Context: an optimization exercise on an open-source flow, tuned for small area. The choices shown serve that exercise and are no tape-out recipe.
RTL that was checked went through simulation tests only; none was proved equivalent to the original.
Power figures rest on the tool's default switching activity, not on a simulated workload.

==> trial 44 <==
==> flow/design.v <==
`default_nettype none
package cps_pkg;
  localparam int unsigned BYTE_W    = 8;
  localparam int unsigned WORD_W    = 32;
  localparam int unsigned OUT_WORDS = 5;
  typedef struct packed {
    logic [WORD_W-1:0] run;
    logic [WORD_W-1:0] tot;
  } sums_t;
endpackage
`default_nettype wire
`default_nettype none
module checksum_packet_sync_top #(
  parameter int unsigned WORDS_PER_PACKET = 6
) (
  input  wire logic                        clk_i,
  input  wire logic                        rst_ni,
  input  wire logic                        in_valid_i,
  output logic                             in_stall_o,
  input  wire logic [cps_pkg::BYTE_W-1:0]  in_byte_i,
  output logic                             out_valid_o,
  input  wire logic                        out_stall_i,
  output logic [cps_pkg::WORD_W-1:0]       word_0_o,
  output logic [cps_pkg::WORD_W-1:0]       word_1_o,
  output logic [cps_pkg::WORD_W-1:0]       word_2_o,
  output logic [cps_pkg::WORD_W-1:0]       word_3_o,
  output logic [cps_pkg::WORD_W-1:0]       word_4_o
);
  localparam int unsigned KEEP = 23;
  logic [KEEP-1:0][7:0] win_q;
  logic                 out_valid_q;
  logic [4:0]           fill_q;       
  logic [3:0]           k_q;
  logic                 ok1_q, ok2_q, ok3_q;
  logic                 in_xfer;
  logic [11:0]          p3;           
  logic [8:0]           d;            
  logic [3:0]           k_d;
  logic                 zero, match, full, hit;
  logic [11:0]          sm1, sm2, sm3, sm4, sm5, cy1, cy2, cy3, cy4, cy5;
  logic                 rc;
  function automatic logic [23:0] csa(input logic [11:0] x, input logic [11:0] y,
                                      input logic [11:0] z);
    logic [11:0] maj;
    maj = (x & y) | (z & (x ^ y));
    csa = {maj[10:0], 1'b0, x ^ y ^ z};
  endfunction
  assign in_stall_o  = out_valid_q & out_stall_i;
  assign in_xfer     = in_valid_i & ~in_stall_o;
  assign out_valid_o = out_valid_q;
  always_comb begin
    {cy1, sm1} = csa({4'b0, win_q[3]}, {2'b0, win_q[3], 2'b0}, {2'b0, win_q[7], 2'b0});
    {cy2, sm2} = csa({4'b0, win_q[11]}, {3'b0, win_q[11], 1'b0}, {3'b0, win_q[15], 1'b0});
    {cy3, sm3} = csa(sm1, cy1, sm2);
    {cy4, sm4} = csa(sm3, cy3, cy2);
    {cy5, sm5} = csa(sm4, cy4, {4'b0, win_q[19]});
    rc = 1'b0;
    for (int i = 0; i < 12; i++) begin
      p3[i] = sm5[i] ^ cy5[i] ^ rc;
      rc    = (sm5[i] & cy5[i]) | (rc & (sm5[i] ^ cy5[i]));
    end
    d     = {1'b0, in_byte_i} - {1'b0, p3[7:0]};
    k_d   = p3[11:8] + {3'b0, d[8]};
    zero  = (d[7:0] == 8'd0);
    match = (d[7:0] == {4'b0, k_q});
    full  = (fill_q == 5'd23);
    hit   = full && ok3_q && match;
  end
  always_ff @(posedge clk_i or negedge rst_ni) begin
    if (!rst_ni) begin
      out_valid_q <= 1'b0;
      fill_q      <= '0;
    end else begin
      out_valid_q <= (in_xfer && hit) || in_stall_o;
      if (in_xfer) begin
        if (hit)        fill_q <= '0;
        else if (!full) fill_q <= fill_q + 5'd1;
      end
    end
  end
  always_ff @(posedge clk_i) begin
    if (in_xfer) begin
      k_q   <= k_d;
      ok1_q <= zero;
      ok2_q <= ok1_q && match;
      ok3_q <= ok2_q && match;
    end
    if (in_xfer && !hit) begin
      win_q <= {in_byte_i, win_q[KEEP-1:1]};
    end
  end
  assign word_0_o = {win_q[3],  win_q[2],  win_q[1],  win_q[0]};
  assign word_1_o = {win_q[7],  win_q[6],  win_q[5],  win_q[4]};
  assign word_2_o = {win_q[11], win_q[10], win_q[9],  win_q[8]};
  assign word_3_o = {win_q[15], win_q[14], win_q[13], win_q[12]};
  assign word_4_o = {win_q[19], win_q[18], win_q[17], win_q[16]};
endmodule
`default_nettype wire
==> flow/flow/run.sh <==
#!/bin/bash
# The standard layout, with the port buffers made from the smallest buffer cell.
set -euo pipefail
bash standard.sh BUFFER_PORTS_ARGS="-buffer_cell sky130_fd_sc_hd__buf_1" finish > layout.log 2>&1
==> flow/standard.sh <==
#!/bin/bash
# synth_recipe.tcl (not shown) runs the flow's synth.tcl, then flattens the netlist and writes it again
# the make line also repeats each setting of config.mk as NAME=value (left out here)
make -C /OpenROAD-flow-scripts/flow DESIGN_CONFIG=/design/flow/config.mk WORK_HOME=/design/flow/orfs CLKGATE_MAP_FILE= SYNTH_SCRIPT=/design/flow/synth_recipe.tcl "${@:-finish}"
==> flow/config.mk <==
export PLATFORM = sky130hd
export DESIGN_NAME = checksum_packet_sync_top
export DESIGN_NICKNAME = checksum_packet_sync_top
export VERILOG_FILES = /design/flow/design.v
export SDC_FILE = /design/flow/constraint.sdc
export NUM_CORES = 4
export LEC_CHECK = 0
export ABC_AREA = 1
export CAP_MARGIN = 20
export CORE_MARGIN = 2
export CORE_UTILIZATION = 70
export CTS_BUF_LIST = sky130_fd_sc_hd__clkbuf_8
export CTS_CLUSTER_DIAMETER = 60
export CTS_CLUSTER_SIZE = 20
export SLEW_MARGIN = 20
==> flow/constraint.sdc <==
create_clock -name core_clock -period 6.0 [get_ports {clk_i}]
set_input_delay 1.2000 -clock core_clock [delete_from_list [all_inputs] [get_ports {clk_i}]]
set_output_delay 1.2000 -clock core_clock [all_outputs]
set_load 0.01 [all_outputs]
==> trial 58 (differences from trial 44) <==
==> flow/design.v, changed modules only <==
module checksum_packet_sync_top #(
  parameter int unsigned WORDS_PER_PACKET = 6
) (
  input  wire logic                        clk_i,
  input  wire logic                        rst_ni,
  input  wire logic                        in_valid_i,
  output logic                             in_stall_o,
  input  wire logic [cps_pkg::BYTE_W-1:0]  in_byte_i,
  output logic                             out_valid_o,
  input  wire logic                        out_stall_i,
  output logic [cps_pkg::WORD_W-1:0]       word_0_o,
  output logic [cps_pkg::WORD_W-1:0]       word_1_o,
  output logic [cps_pkg::WORD_W-1:0]       word_2_o,
  output logic [cps_pkg::WORD_W-1:0]       word_3_o,
  output logic [cps_pkg::WORD_W-1:0]       word_4_o
);
  localparam int unsigned KEEP = 23;
  logic [KEEP-1:0][7:0] win_q;
  logic                 out_valid_q;
  logic [4:0]           fill_q;       
  logic [3:0]           k_q;
  logic                 ok1_q, ok2_q, ok3_q;
  logic                 in_xfer;
  logic [11:0]          sm1, sm2, sm3, sm4, sm5, cy1, cy2, cy3, cy4, cy5;
  logic [11:0]          na, nb;       
  logic [7:0]           want;         
  logic [8:0]           t_zero, t_want;
  logic [3:0]           n_hi, k_d;
  logic                 zero, match, full, hit;
  function automatic logic [23:0] csa(input logic [11:0] x, input logic [11:0] y,
                                      input logic [11:0] z);
    logic [11:0] maj;
    maj = (x & y) | (z & (x ^ y));
    csa = {maj[10:0], 1'b0, x ^ y ^ z};
  endfunction
  function automatic logic [8:0] low_is(input logic [7:0] a, input logic [7:0] b,
                                        input logic [7:0] t);
    logic [7:0] kill;   
    logic [7:0] bad;
    kill   = (a & b) | ((a | b) & ~t);
    bad    = a ^ b ^ t ^ {kill[6:0], 1'b1};
    low_is = {kill[7], bad};
  endfunction
  assign in_stall_o  = out_valid_q & out_stall_i;
  assign in_xfer     = in_valid_i & ~in_stall_o;
  assign out_valid_o = out_valid_q;
  always_comb begin
    {cy1, sm1} = csa({4'b0, win_q[3]}, {2'b0, win_q[3], 2'b0}, {2'b0, win_q[7], 2'b0});
    {cy2, sm2} = csa({4'b0, win_q[11]}, {3'b0, win_q[11], 1'b0}, {3'b0, win_q[15], 1'b0});
    {cy3, sm3} = csa(sm1, cy1, sm2);
    {cy4, sm4} = csa(cy2, {4'b0, win_q[19]}, {4'b0, ~in_byte_i});
    {cy5, sm5} = csa(sm3, cy3, sm4);
    {nb, na}   = csa(sm5, cy5, cy4);
    want   = 8'd0 - {4'b0, k_q};
    t_zero = low_is(na[7:0], nb[7:0], 8'd0);
    t_want = low_is(na[7:0], nb[7:0], want);
    zero   = (t_zero[7:0] == 8'd0);
    match  = (t_want[7:0] == 8'd0);
    n_hi   = na[11:8] + nb[11:8] + {3'b0, zero ? t_zero[8] : t_want[8]};
    k_d    = n_hi - {3'b0, zero};
    full   = (fill_q == 5'd23);
    hit    = full && ok3_q && match;
  end
  always_ff @(posedge clk_i or negedge rst_ni) begin
    if (!rst_ni) begin
      out_valid_q <= 1'b0;
      fill_q      <= '0;
    end else begin
      out_valid_q <= (in_xfer && hit) || in_stall_o;
      if (in_xfer) begin
        if (hit)        fill_q <= '0;
        else if (!full) fill_q <= fill_q + 5'd1;
      end
    end
  end
  always_ff @(posedge clk_i) begin
    if (in_xfer) begin
      k_q   <= k_d;
      ok1_q <= zero;
      ok2_q <= ok1_q && match;
      ok3_q <= ok2_q && match;
    end
    if (in_xfer && !hit) begin
      win_q <= {in_byte_i, win_q[KEEP-1:1]};
    end
  end
  assign word_0_o = {win_q[3],  win_q[2],  win_q[1],  win_q[0]};
  assign word_1_o = {win_q[7],  win_q[6],  win_q[5],  win_q[4]};
  assign word_2_o = {win_q[11], win_q[10], win_q[9],  win_q[8]};
  assign word_3_o = {win_q[15], win_q[14], win_q[13], win_q[12]};
  assign word_4_o = {win_q[19], win_q[18], win_q[17], win_q[16]};
endmodule
==> flow/flow/run.sh (replaced) <==
#!/bin/bash
# The standard synthesis, then the standard layout steps with three changes:
#  - port buffers made from the smallest buffer cell (every port still gets one);
#  - the largest buffers and inverters kept out of placement and timing repair;
#  - clock tree synthesis without dummy loads.
# Each step's output goes to a log of its own here; ORFS's own logs are under orfs/logs.
set -euo pipefail
bash standard.sh synth > synth.log 2>&1
plat=$(sed -n '/^export DONT_USE_CELLS/,/^#/p' "$FLOW_HOME/platforms/sky130hd/config.mk" \
  | grep -o 'sky130_fd_sc_hd__[a-z0-9_]*' | tr '\n' ' ')
big="sky130_fd_sc_hd__buf_12 sky130_fd_sc_hd__buf_16 sky130_fd_sc_hd__buf_8 sky130_fd_sc_hd__buf_6
  sky130_fd_sc_hd__bufinv_8 sky130_fd_sc_hd__bufinv_16 sky130_fd_sc_hd__inv_6 sky130_fd_sc_hd__inv_8
  sky130_fd_sc_hd__inv_12 sky130_fd_sc_hd__inv_16 sky130_fd_sc_hd__clkinv_8 sky130_fd_sc_hd__clkinv_16
  sky130_fd_sc_hd__clkbuf_16 sky130_fd_sc_hd__bufbuf_8 sky130_fd_sc_hd__bufbuf_16"
cts="-sink_clustering_enable -repair_clock_nets -sink_clustering_size 20"
cts="$cts -sink_clustering_max_diameter 60 -buf_list {sky130_fd_sc_hd__clkbuf_4 sky130_fd_sc_hd__clkbuf_8} -dont_use_dummy_load"
bash standard.sh "DONT_USE_CELLS=$plat $(echo $big)" \
  BUFFER_PORTS_ARGS="-buffer_cell sky130_fd_sc_hd__buf_1" CTS_ARGS="$cts" finish > layout.log 2>&1
Settings changed: CORE_UTILIZATION 70 to 80.
==> trial 41 (differences from trial 44) <==
==> flow/design.v, changed modules only <==
module checksum_packet_sync_top #(
  parameter int unsigned WORDS_PER_PACKET = 6
) (
  input  wire logic                        clk_i,
  input  wire logic                        rst_ni,
  input  wire logic                        in_valid_i,
  output logic                             in_stall_o,
  input  wire logic [cps_pkg::BYTE_W-1:0]  in_byte_i,
  output logic                             out_valid_o,
  input  wire logic                        out_stall_i,
  output logic [cps_pkg::WORD_W-1:0]       word_0_o,
  output logic [cps_pkg::WORD_W-1:0]       word_1_o,
  output logic [cps_pkg::WORD_W-1:0]       word_2_o,
  output logic [cps_pkg::WORD_W-1:0]       word_3_o,
  output logic [cps_pkg::WORD_W-1:0]       word_4_o
);
  localparam int unsigned KEEP = 23;
  logic [KEEP-1:0][7:0] win_q;
  logic                 out_valid_q;
  logic [4:0]           fill_q;       
  logic [3:0]           k_q;
  logic                 ok1_q, ok2_q, ok3_q;
  logic                 in_xfer;
  logic [11:0]          sm1, sm2, sm3, sm4, sm5, cy1, cy2, cy3, cy4, cy5;
  logic [11:0]          na, nb;       
  logic [7:0]           want;         
  logic [8:0]           t_zero, t_want;
  logic [3:0]           n_hi, k_d;
  logic                 zero, match, full, hit;
  function automatic logic [23:0] csa(input logic [11:0] x, input logic [11:0] y,
                                      input logic [11:0] z);
    logic [11:0] maj;
    maj = (x & y) | (z & (x ^ y));
    csa = {maj[10:0], 1'b0, x ^ y ^ z};
  endfunction
  function automatic logic [8:0] low_is(input logic [7:0] a, input logic [7:0] b,
                                        input logic [7:0] t);
    logic [7:0] kill;   
    logic [7:0] bad;
    kill   = (a & b) | ((a | b) & ~t);
    bad    = a ^ b ^ t ^ {kill[6:0], 1'b1};
    low_is = {kill[7], bad};
  endfunction
  assign in_stall_o  = out_valid_q & out_stall_i;
  assign in_xfer     = in_valid_i & ~in_stall_o;
  assign out_valid_o = out_valid_q;
  always_comb begin
    {cy1, sm1} = csa({4'b0, win_q[3]}, {2'b0, win_q[3], 2'b0}, {2'b0, win_q[7], 2'b0});
    {cy2, sm2} = csa({4'b0, win_q[11]}, {3'b0, win_q[11], 1'b0}, {3'b0, win_q[15], 1'b0});
    {cy3, sm3} = csa(sm1, cy1, sm2);
    {cy4, sm4} = csa(cy2, {4'b0, win_q[19]}, {4'b0, ~in_byte_i});
    {cy5, sm5} = csa(sm3, cy3, sm4);
    {nb, na}   = csa(sm5, cy5, cy4);
    want   = 8'd0 - {4'b0, k_q};
    t_zero = low_is(na[7:0], nb[7:0], 8'd0);
    t_want = low_is(na[7:0], nb[7:0], want);
    zero   = (t_zero[7:0] == 8'd0);
    match  = (t_want[7:0] == 8'd0);
    n_hi   = na[11:8] + nb[11:8] + {3'b0, zero ? t_zero[8] : t_want[8]};
    k_d    = n_hi - {3'b0, zero};
    full   = (fill_q == 5'd23);
    hit    = full && ok3_q && match;
  end
  always_ff @(posedge clk_i or negedge rst_ni) begin
    if (!rst_ni) begin
      out_valid_q <= 1'b0;
      fill_q      <= '0;
    end else begin
      out_valid_q <= (in_xfer && hit) || in_stall_o;
      if (in_xfer) begin
        if (hit)        fill_q <= '0;
        else if (!full) fill_q <= fill_q + 5'd1;
      end
    end
  end
  always_ff @(posedge clk_i) begin
    if (in_xfer) begin
      k_q   <= k_d;
      ok1_q <= zero;
      ok2_q <= ok1_q && match;
      ok3_q <= ok2_q && match;
    end
    if (in_xfer && !hit) begin
      win_q <= {in_byte_i, win_q[KEEP-1:1]};
    end
  end
  assign word_0_o = {win_q[3],  win_q[2],  win_q[1],  win_q[0]};
  assign word_1_o = {win_q[7],  win_q[6],  win_q[5],  win_q[4]};
  assign word_2_o = {win_q[11], win_q[10], win_q[9],  win_q[8]};
  assign word_3_o = {win_q[15], win_q[14], win_q[13], win_q[12]};
  assign word_4_o = {win_q[19], win_q[18], win_q[17], win_q[16]};
endmodule
Settings changed: CAP_MARGIN 20 to 0, CORE_UTILIZATION 70 to 85, SLEW_MARGIN 20 to 0.
==> results.txt <==
In trial 41 the clock skew is higher than in trial 44, by 0.0033 ns. Trial 44 completed and failed the layout checks on setup timing. Trial 41 completed with no timing, DRC or antenna violations. Trial 58 completed with no timing, DRC or antenna violations. Combinational power: trial 44 > trial 41 > trial 58. Die area, highest first: trial 44, trial 58, trial 41. Routed wire length: trial 58 < trial 44 < trial 41. Between trial 44 and trial 58, the lower clock power is in trial 58 (gap 42%, measured against trial 58).
The RTL of trial 44 was laid out without a check of its function.

port drivers added, routing unchanged:
In the flow no input, the clock included, has a driving cell. The finished layouts below were timed again as built, in two steps.
Step 1 (the two cells are an assumption about what drives the block):
set clk [get_ports {clk_i}]
set_driving_cell -lib_cell sky130_fd_sc_hd__clkbuf_16 $clk
set_driving_cell -lib_cell sky130_fd_sc_hd__buf_2 [delete_from_list [all_inputs] $clk]
Step 2 moves the port delays by t, midway between the first and last clock arrival at a register: inputs arrive t later, outputs are due t later. That takes back most of the time a late clock gives input paths.
Slacks: ideal / step 1 / step 2; pairs: ideal / step 1.
run | shift t [ns] | setup WS [ns] | hold slack, ns | clock arrival spread, ns | pins driven straight from the clock port
trial 44 | 0.501 | -0.265 / -0.265 / -0.265 | 0.421 / 0.421 / 0.421 | 0.020 / 0.020 | 1
trial 58 | 0.483 | 0.761 / 0.761 / 0.566 | 0.417 / 0.417 / 0.417 | 0.032 / 0.032 | 1
trial 41 | 0.508 | 0.372 / 0.372 / 0.188 | 0.428 / 0.428 / 0.428 | 0.023 / 0.023 | 1
For trial 58, which loses most, drivers alone change the setup slack by 0.000 ns; drivers and shift together by -0.195 ns.
